Context: an optimization exercise on an open-source flow, tuned for small area and a short achievable clock period. The choices shown serve that exercise and are no tape-out recipe.
No activity file was given, so power comes from the tool's default toggle rates.

==> violet: inputs <==
Design cpu_top, start of the top module:
module cpu_top #(
    parameter int FRAC_BITS = 15
) (
    input  wire logic         clk,
    input  wire logic         rst_n,
    input  wire logic         in_valid,
    input  wire logic [31:0]  instruction,
    output logic              out_valid,
    output logic              instruction_fail,
    output cpu_pkg::data_t    out_0,
    output cpu_pkg::data_t    out_1,
    output cpu_pkg::data_t    out_2,
    output cpu_pkg::data_t    out_3,
    output cpu_pkg::data_t    out_4,
    output cpu_pkg::data_t    out_5
);
==> module reg_file, before the edit <==
module reg_file (
    input  wire logic          clk,
    input  wire logic          rst_n,
    input  wire logic          done,       
    input  wire logic [5:0]    we,         
    input  wire logic [15:0]   wd,
    input  wire logic [5:0]    a_sel,
    input  wire logic [5:0]    b_sel,
    input  wire logic          imm_a,      
    input  wire logic          imm_b,      
    input  wire logic [15:0]   imm,
    output logic [15:0]        a,          
    output logic [15:0]        b,
    output logic               out_valid,
    output logic               instruction_fail,
    output logic [15:0]        out_0,
    output logic [15:0]        out_1,
    output logic [15:0]        out_2,
    output logic [15:0]        out_3,
    output logic [15:0]        out_4,
    output logic [15:0]        out_5
);
    logic [15:0] regs [6];
    logic [5:0]  written;      
    logic [5:0]  show;         
    for (genvar g = 0; g < 6; g++) begin : g_reg
        always_ff @(posedge clk) begin
            if (we[g]) begin
                regs[g] <= wd;
            end
        end
    end
    always_ff @(posedge clk or negedge rst_n) begin
        if (!rst_n) begin
            written          <= '0;
            show             <= '0;
            out_valid        <= 1'b0;
            instruction_fail <= 1'b0;
        end else begin
            written          <= written | we;
            show             <= {6{done}} & (written | we);
            out_valid        <= done;
            instruction_fail <= done & ~(|we);
        end
    end
    logic [5:0] a_reg, b_reg;
    logic       a_wd, b_wd;
    assign a_reg = a_sel & written & ~we;
    assign b_reg = b_sel & written & ~we;
    assign a_wd  = |(a_sel & we);
    assign b_wd  = |(b_sel & we);
    always_comb begin
        a = ({16{imm_a}} & imm) | ({16{a_wd}} & wd);
        b = ({16{imm_b}} & imm) | ({16{b_wd}} & wd);
        for (int g = 0; g < 6; g++) begin
            a = a | ({16{a_reg[g]}} & regs[g]);
            b = b | ({16{b_reg[g]}} & regs[g]);
        end
    end
    assign out_0 = {16{show[0]}} & regs[0];
    assign out_1 = {16{show[1]}} & regs[1];
    assign out_2 = {16{show[2]}} & regs[2];
    assign out_3 = {16{show[3]}} & regs[3];
    assign out_4 = {16{show[4]}} & regs[4];
    assign out_5 = {16{show[5]}} & regs[5];
endmodule
Settings: LEC_CHECK=0, CAP_MARGIN=20, CORE_MARGIN=2, CORE_UTILIZATION=55, SETUP_SLACK_MARGIN=2.3, SLEW_MARGIN=20; clock period 5.0 ns.
standard.sh (not shown) runs the stock make flow with config.mk's settings and CLKGATE_MAP_FILE= SYNTH_SCRIPT=/design/flow/synth_recipe.tcl, a recipe that flattens the netlist after the stock synthesis.
==> flow/flow/run.sh <==
#!/bin/bash
# The standard layout, with plain buffers (not delay cells) on the ports.
set -euo pipefail
bash standard.sh BUFFER_PORTS_ARGS="-buffer_cell sky130_fd_sc_hd__buf_2" finish > standard_flow.log 2>&1
==> garnet: changes against violet <==
--- a/flow/design.v
+++ b/flow/design.v
@@ -568,29 +568,29 @@
     output logic [15:0]        out_2,
     output logic [15:0]        out_3,
     output logic [15:0]        out_4,
     output logic [15:0]        out_5
 );
-    logic [15:0] regs [6];
+    logic [15:0] regs_n [6];   
     logic [5:0]  written;      
-    logic [5:0]  show;         
+    logic [5:0]  hide;         
     for (genvar g = 0; g < 6; g++) begin : g_reg
         always_ff @(posedge clk) begin
             if (we[g]) begin
-                regs[g] <= wd;
+                regs_n[g] <= ~wd;
             end
         end
     end
     always_ff @(posedge clk or negedge rst_n) begin
         if (!rst_n) begin
             written          <= '0;
-            show             <= '0;
+            hide             <= '1;
             out_valid        <= 1'b0;
             instruction_fail <= 1'b0;
         end else begin
             written          <= written | we;
-            show             <= {6{done}} & (written | we);
+            hide             <= ~({6{done}} & (written | we));
             out_valid        <= done;
             instruction_fail <= done & ~(|we);
         end
     end
     logic [5:0] a_reg, b_reg;
@@ -601,20 +601,20 @@
     assign b_wd  = |(b_sel & we);
     always_comb begin
         a = ({16{imm_a}} & imm) | ({16{a_wd}} & wd);
         b = ({16{imm_b}} & imm) | ({16{b_wd}} & wd);
         for (int g = 0; g < 6; g++) begin
-            a = a | ({16{a_reg[g]}} & regs[g]);
-            b = b | ({16{b_reg[g]}} & regs[g]);
+            a = a | ({16{a_reg[g]}} & ~regs_n[g]);
+            b = b | ({16{b_reg[g]}} & ~regs_n[g]);
         end
     end
-    assign out_0 = {16{show[0]}} & regs[0];
-    assign out_1 = {16{show[1]}} & regs[1];
-    assign out_2 = {16{show[2]}} & regs[2];
-    assign out_3 = {16{show[3]}} & regs[3];
-    assign out_4 = {16{show[4]}} & regs[4];
-    assign out_5 = {16{show[5]}} & regs[5];
+    assign out_0 = ~({16{hide[0]}} | regs_n[0]);
+    assign out_1 = ~({16{hide[1]}} | regs_n[1]);
+    assign out_2 = ~({16{hide[2]}} | regs_n[2]);
+    assign out_3 = ~({16{hide[3]}} | regs_n[3]);
+    assign out_4 = ~({16{hide[4]}} | regs_n[4]);
+    assign out_5 = ~({16{hide[5]}} | regs_n[5]);
 endmodule
 `default_nettype wire
 `default_nettype none
 module cpu_top #(
     parameter int FRAC_BITS = 15
- SETUP_SLACK_MARGIN: 2.3 -> 1.95
==> cedar: changes against violet <==
- SETUP_SLACK_MARGIN: 2.3 -> 1.95
==> onyx: changes against violet <==
--- a/flow/design.v
+++ b/flow/design.v
@@ -30,11 +30,10 @@
 module inst_decoder (
     input  wire logic [31:0]   instruction,
     output cpu_pkg::op_t       op,
     output logic [5:0]         a_sel,       
     output logic [5:0]         b_sel,       
-    output logic               imm_a,       
     output logic               imm_b,       
     output logic [2:0]         wr
 );
     function automatic logic [5:0] onehot(input logic [4:0] code);
         logic [5:0] oh;
@@ -77,14 +76,12 @@
         end
     end
     assign fail = (dec == cpu_pkg::OP_FAIL) || !(|rs_oh) || !(|rt_oh)
                || (!is_addi && !(|rd_oh));
     assign op = fail ? cpu_pkg::OP_FAIL : dec;
-    assign imm_a = is_r && (funct == cpu_pkg::FN_SHL);
     assign imm_b = is_addi;
-    assign a_sel = (is_r && (funct == cpu_pkg::FN_SHR)) ? rt_oh
-                 : (imm_a ? 6'd0 : rs_oh);
+    assign a_sel = rs_oh;
     assign b_sel = imm_b ? 6'd0 : rt_oh;
     assign wr    = encode(is_addi ? rt_oh : rd_oh);
 endmodule
 `default_nettype wire
 `default_nettype none
@@ -450,11 +447,15 @@
         end
     end
     always_ff @(posedge clk) begin
         op_1  <= op_0;
         wr_1  <= wr_0;
-        a_1   <= a_0;
+        case (op_0)
+            cpu_pkg::OP_SHR: a_1 <= b_0;
+            cpu_pkg::OP_SHL: a_1 <= imm_0;
+            default:         a_1 <= a_0;
+        endcase
         one_1 <= one_0;
         two_1 <= two_0;
         neg_1 <= neg_0;
     end
     logic [15:0] b_1;
@@ -494,26 +495,26 @@
             cpu_pkg::OP_SHL:   other = b_1 << shamt;
             default:           other = neg_b ? 16'd0 : b_1;    
         endcase
     end
     assign addend = (op_1 == cpu_pkg::OP_ADD || op_1 == cpu_pkg::OP_ADDI) ? b_1 : 16'd0;
-    logic          valid_2;
-    logic [5:0]    we_2;
+    logic          valid_2, wv_2;    
+    logic [2:0]    wr_2;
     logic [W-1:0]  r0_2, r1_2;
     logic [30-K3:0] r2_2;
     logic          rx_2, cin_2;
     always_ff @(posedge clk or negedge rst_n) begin
         if (!rst_n) begin
             valid_2 <= 1'b0;
-            we_2    <= '0;
+            wv_2    <= 1'b0;
         end else begin
             valid_2 <= valid_1;
-            for (int g = 0; g < 6; g++)
-                we_2[g] <= valid_1 & (op_1 != cpu_pkg::OP_FAIL) & (wr_1 == 3'(g));
+            wv_2    <= valid_1 & (op_1 != cpu_pkg::OP_FAIL);
         end
     end
     always_ff @(posedge clk) begin
+        wr_2  <= wr_1;
         r0_2  <= use_mul ? m0 : {other, {(15-K){1'b0}}};
         r1_2  <= use_mul ? m1 : {addend, {(15-K){1'b0}}};
         r2_2  <= {(31-K3){use_mul}} & m2;
         rx_2  <= use_mul & mx;
         cin_2 <= use_mul & mc;
@@ -525,27 +526,30 @@
         .r2  (r2_2),
         .rx  (rx_2),
         .cin (cin_2),
         .p   (sum_2)
     );
-    logic          valid_3;
-    logic [5:0]    we_3;
+    logic          valid_3, wv_3;
+    logic [2:0]    wr_3;
     logic [15:0]   wd_3;
     always_ff @(posedge clk or negedge rst_n) begin
         if (!rst_n) begin
             valid_3 <= 1'b0;
-            we_3    <= '0;
+            wv_3    <= 1'b0;
         end else begin
             valid_3 <= valid_2;
-            we_3    <= we_2;
+            wv_3    <= wv_2;
         end
     end
     always_ff @(posedge clk) begin
+        wr_3 <= wr_2;
         wd_3 <= sum_2;
     end
     assign done = valid_3;
-    assign we   = we_3;
+    for (genvar g = 0; g < 6; g++) begin : g_we
+        assign we[g] = wv_3 & (wr_3 == 3'(g));
+    end
     assign wd   = wd_3;
 endmodule
 `default_nettype wire
 `default_nettype none
 module reg_file (
@@ -554,11 +558,10 @@
     input  wire logic          done,       
     input  wire logic [5:0]    we,         
     input  wire logic [15:0]   wd,
     input  wire logic [5:0]    a_sel,
     input  wire logic [5:0]    b_sel,
-    input  wire logic          imm_a,      
     input  wire logic          imm_b,      
     input  wire logic [15:0]   imm,
     output logic [15:0]        a,          
     output logic [15:0]        b,
     output logic               out_valid,
@@ -568,29 +571,29 @@
     output logic [15:0]        out_2,
     output logic [15:0]        out_3,
     output logic [15:0]        out_4,
     output logic [15:0]        out_5
 );
-    logic [15:0] regs [6];
+    logic [15:0] regs_n [6];   
     logic [5:0]  written;      
-    logic [5:0]  show;         
+    logic [5:0]  hide;         
     for (genvar g = 0; g < 6; g++) begin : g_reg
         always_ff @(posedge clk) begin
             if (we[g]) begin
-                regs[g] <= wd;
+                regs_n[g] <= ~wd;
             end
         end
     end
     always_ff @(posedge clk or negedge rst_n) begin
         if (!rst_n) begin
             written          <= '0;
-            show             <= '0;
+            hide             <= '1;
             out_valid        <= 1'b0;
             instruction_fail <= 1'b0;
         end else begin
             written          <= written | we;
-            show             <= {6{done}} & (written | we);
+            hide             <= ~({6{done}} & (written | we));
             out_valid        <= done;
             instruction_fail <= done & ~(|we);
         end
     end
     logic [5:0] a_reg, b_reg;
@@ -598,23 +601,23 @@
     assign a_reg = a_sel & written & ~we;
     assign b_reg = b_sel & written & ~we;
     assign a_wd  = |(a_sel & we);
     assign b_wd  = |(b_sel & we);
     always_comb begin
-        a = ({16{imm_a}} & imm) | ({16{a_wd}} & wd);
+        a = {16{a_wd}} & wd;
         b = ({16{imm_b}} & imm) | ({16{b_wd}} & wd);
         for (int g = 0; g < 6; g++) begin
-            a = a | ({16{a_reg[g]}} & regs[g]);
-            b = b | ({16{b_reg[g]}} & regs[g]);
+            a = a | ({16{a_reg[g]}} & ~regs_n[g]);
+            b = b | ({16{b_reg[g]}} & ~regs_n[g]);
         end
     end
-    assign out_0 = {16{show[0]}} & regs[0];
-    assign out_1 = {16{show[1]}} & regs[1];
-    assign out_2 = {16{show[2]}} & regs[2];
-    assign out_3 = {16{show[3]}} & regs[3];
-    assign out_4 = {16{show[4]}} & regs[4];
-    assign out_5 = {16{show[5]}} & regs[5];
+    assign out_0 = ~({16{hide[0]}} | regs_n[0]);
+    assign out_1 = ~({16{hide[1]}} | regs_n[1]);
+    assign out_2 = ~({16{hide[2]}} | regs_n[2]);
+    assign out_3 = ~({16{hide[3]}} | regs_n[3]);
+    assign out_4 = ~({16{hide[4]}} | regs_n[4]);
+    assign out_5 = ~({16{hide[5]}} | regs_n[5]);
 endmodule
 `default_nettype wire
 `default_nettype none
 module cpu_top #(
     parameter int FRAC_BITS = 15
@@ -632,22 +635,21 @@
     output cpu_pkg::data_t    out_4,
     output cpu_pkg::data_t    out_5
 );
     cpu_pkg::op_t  op;
     logic [5:0]    a_sel, b_sel;
-    logic          imm_a, imm_b;
+    logic          imm_b;
     logic [2:0]    wr;
     logic [15:0]   a, b;
     logic          done;
     logic [5:0]    we;
     logic [15:0]   wd;
     inst_decoder i_decoder (
         .instruction (instruction),
         .op          (op),
         .a_sel       (a_sel),
         .b_sel       (b_sel),
-        .imm_a       (imm_a),
         .imm_b       (imm_b),
         .wr          (wr)
     );
     reg_file i_regs (
         .clk              (clk),
@@ -655,11 +657,10 @@
         .done             (done),
         .we               (we),
         .wd               (wd),
         .a_sel            (a_sel),
         .b_sel            (b_sel),
-        .imm_a            (imm_a),
         .imm_b            (imm_b),
         .imm              (instruction[15:0]),
         .a                (a),
         .b                (b),
         .out_valid        (out_valid),
==> flow/flow/run.sh (replaced) <==
#!/bin/bash
# The standard layout, with plain buffers (not delay cells) on the ports.
set -euo pipefail
bash standard.sh BUFFER_PORTS_ARGS="-buffer_cell sky130_fd_sc_hd__buf_1" finish > standard_flow.log 2>&1
- SETUP_SLACK_MARGIN: 2.3 -> 1.95
==> comparison table <==
| metric | cedar | onyx | violet | garnet |
|---|---|---|---|---|
| Outcome | no timing/DRC/antenna violations | no timing/DRC/antenna violations | no timing/DRC/antenna violations | no timing/DRC/antenna violations |
| Starting density of the core | 55.6% | 55.7% | 55.6% | 56.1% |
| Final sequential cell count | 258 | 254 | 258 | 258 |
| Via count of the first global-routing pass | 14100 | 14100 | 14500 | 14200 |
| Worst setup startpoint | i_execute.a_1[4] | i_execute.wr_3[0] | instruction[31] | instruction[28] |
| Post-route clock period utilization | 60.2% | 59.9% | 57.5% | 64.7% |
| Setup slack after layout | 1990 ps | 2010 ps | 2120 ps | 1770 ps |
| Antenna violations before repair | 2 | 1 | 1 | 0 |
| WHS Endpoint | i_execute.we_3[4] | i_execute.wr_2[0] | i_execute.we_3[0] | i_execute.we_3[2] |
| Fmax | 332 MHz | 334 MHz | 348 MHz | 309 MHz |
| Maximum number of pins on one net before global-route repair | 33 | 42 | 32 | 32 |
| Via count normalized by instance count | 6.55 | 6.47 | 6.57 | 6.40 |
| Number of logic inverters in the finished layout | 71 | 95 | 71 | 86 |
| Required time worst endpoint | 5440 ps | 5480 ps | 5420 ps | 5440 ps |
| Synth unique cells | 76 | 82 | 76 | 74 |
| Share of cell area taken by flip-flops and latches | 32.8% | 33.0% | 30.8% | 32.3% |
| Fraction of power spent switching nets | 21.7% | 22.8% | 21.7% | 22.0% |
| Number of inserted filler cells in the final layout | 2594 | 2601 | 2451 | 2478 |
| Met1 usage | 49.5% | 48.2% | 49.9% | 49.6% |
| Total global-route track usage | 34.6% | 34.7% | 34.9% | 35.2% |
| Crit path launch type | register | register | input pin | input pin |
No run of this note included a check of the RTL's function; only the layout flow was run.

-- re-timing with driven ports --
Ports are ideal in the flow. The routed layouts listed here were re-timed in OpenROAD.
Step 1 assumes that a clkbuf_16 drives the clock port and a buf_2 every other input.
Step 2 moves the port delays by t, midway between the first and last clock arrival at a register: inputs arrive t later, outputs are due t later. That takes back most of the time a late clock gives input paths.
a / b / c = ideal ports / drivers / drivers and shift; a / b = the first two.
| run | shift t [ns] | slack for setup (ns) | latest minus earliest clock arrival (ns) |
|---|---|---|---|
| violet | 0.604 | 2.124 / 2.137 / 1.533 | 0.020 / 0.020 |
| garnet | 0.621 | 1.767 / 1.787 / 1.166 | 0.021 / 0.021 |
| cedar | 0.601 | 1.990 / 1.990 / 1.473 | 0.037 / 0.037 |
| onyx | 0.625 | 2.007 / 2.007 / 1.460 | 0.040 / 0.041 |
After both steps setup and hold are still met in every run listed. For garnet, which loses most, drivers alone change the setup slack by +0.020 ns; drivers and shift together by -0.601 ns.
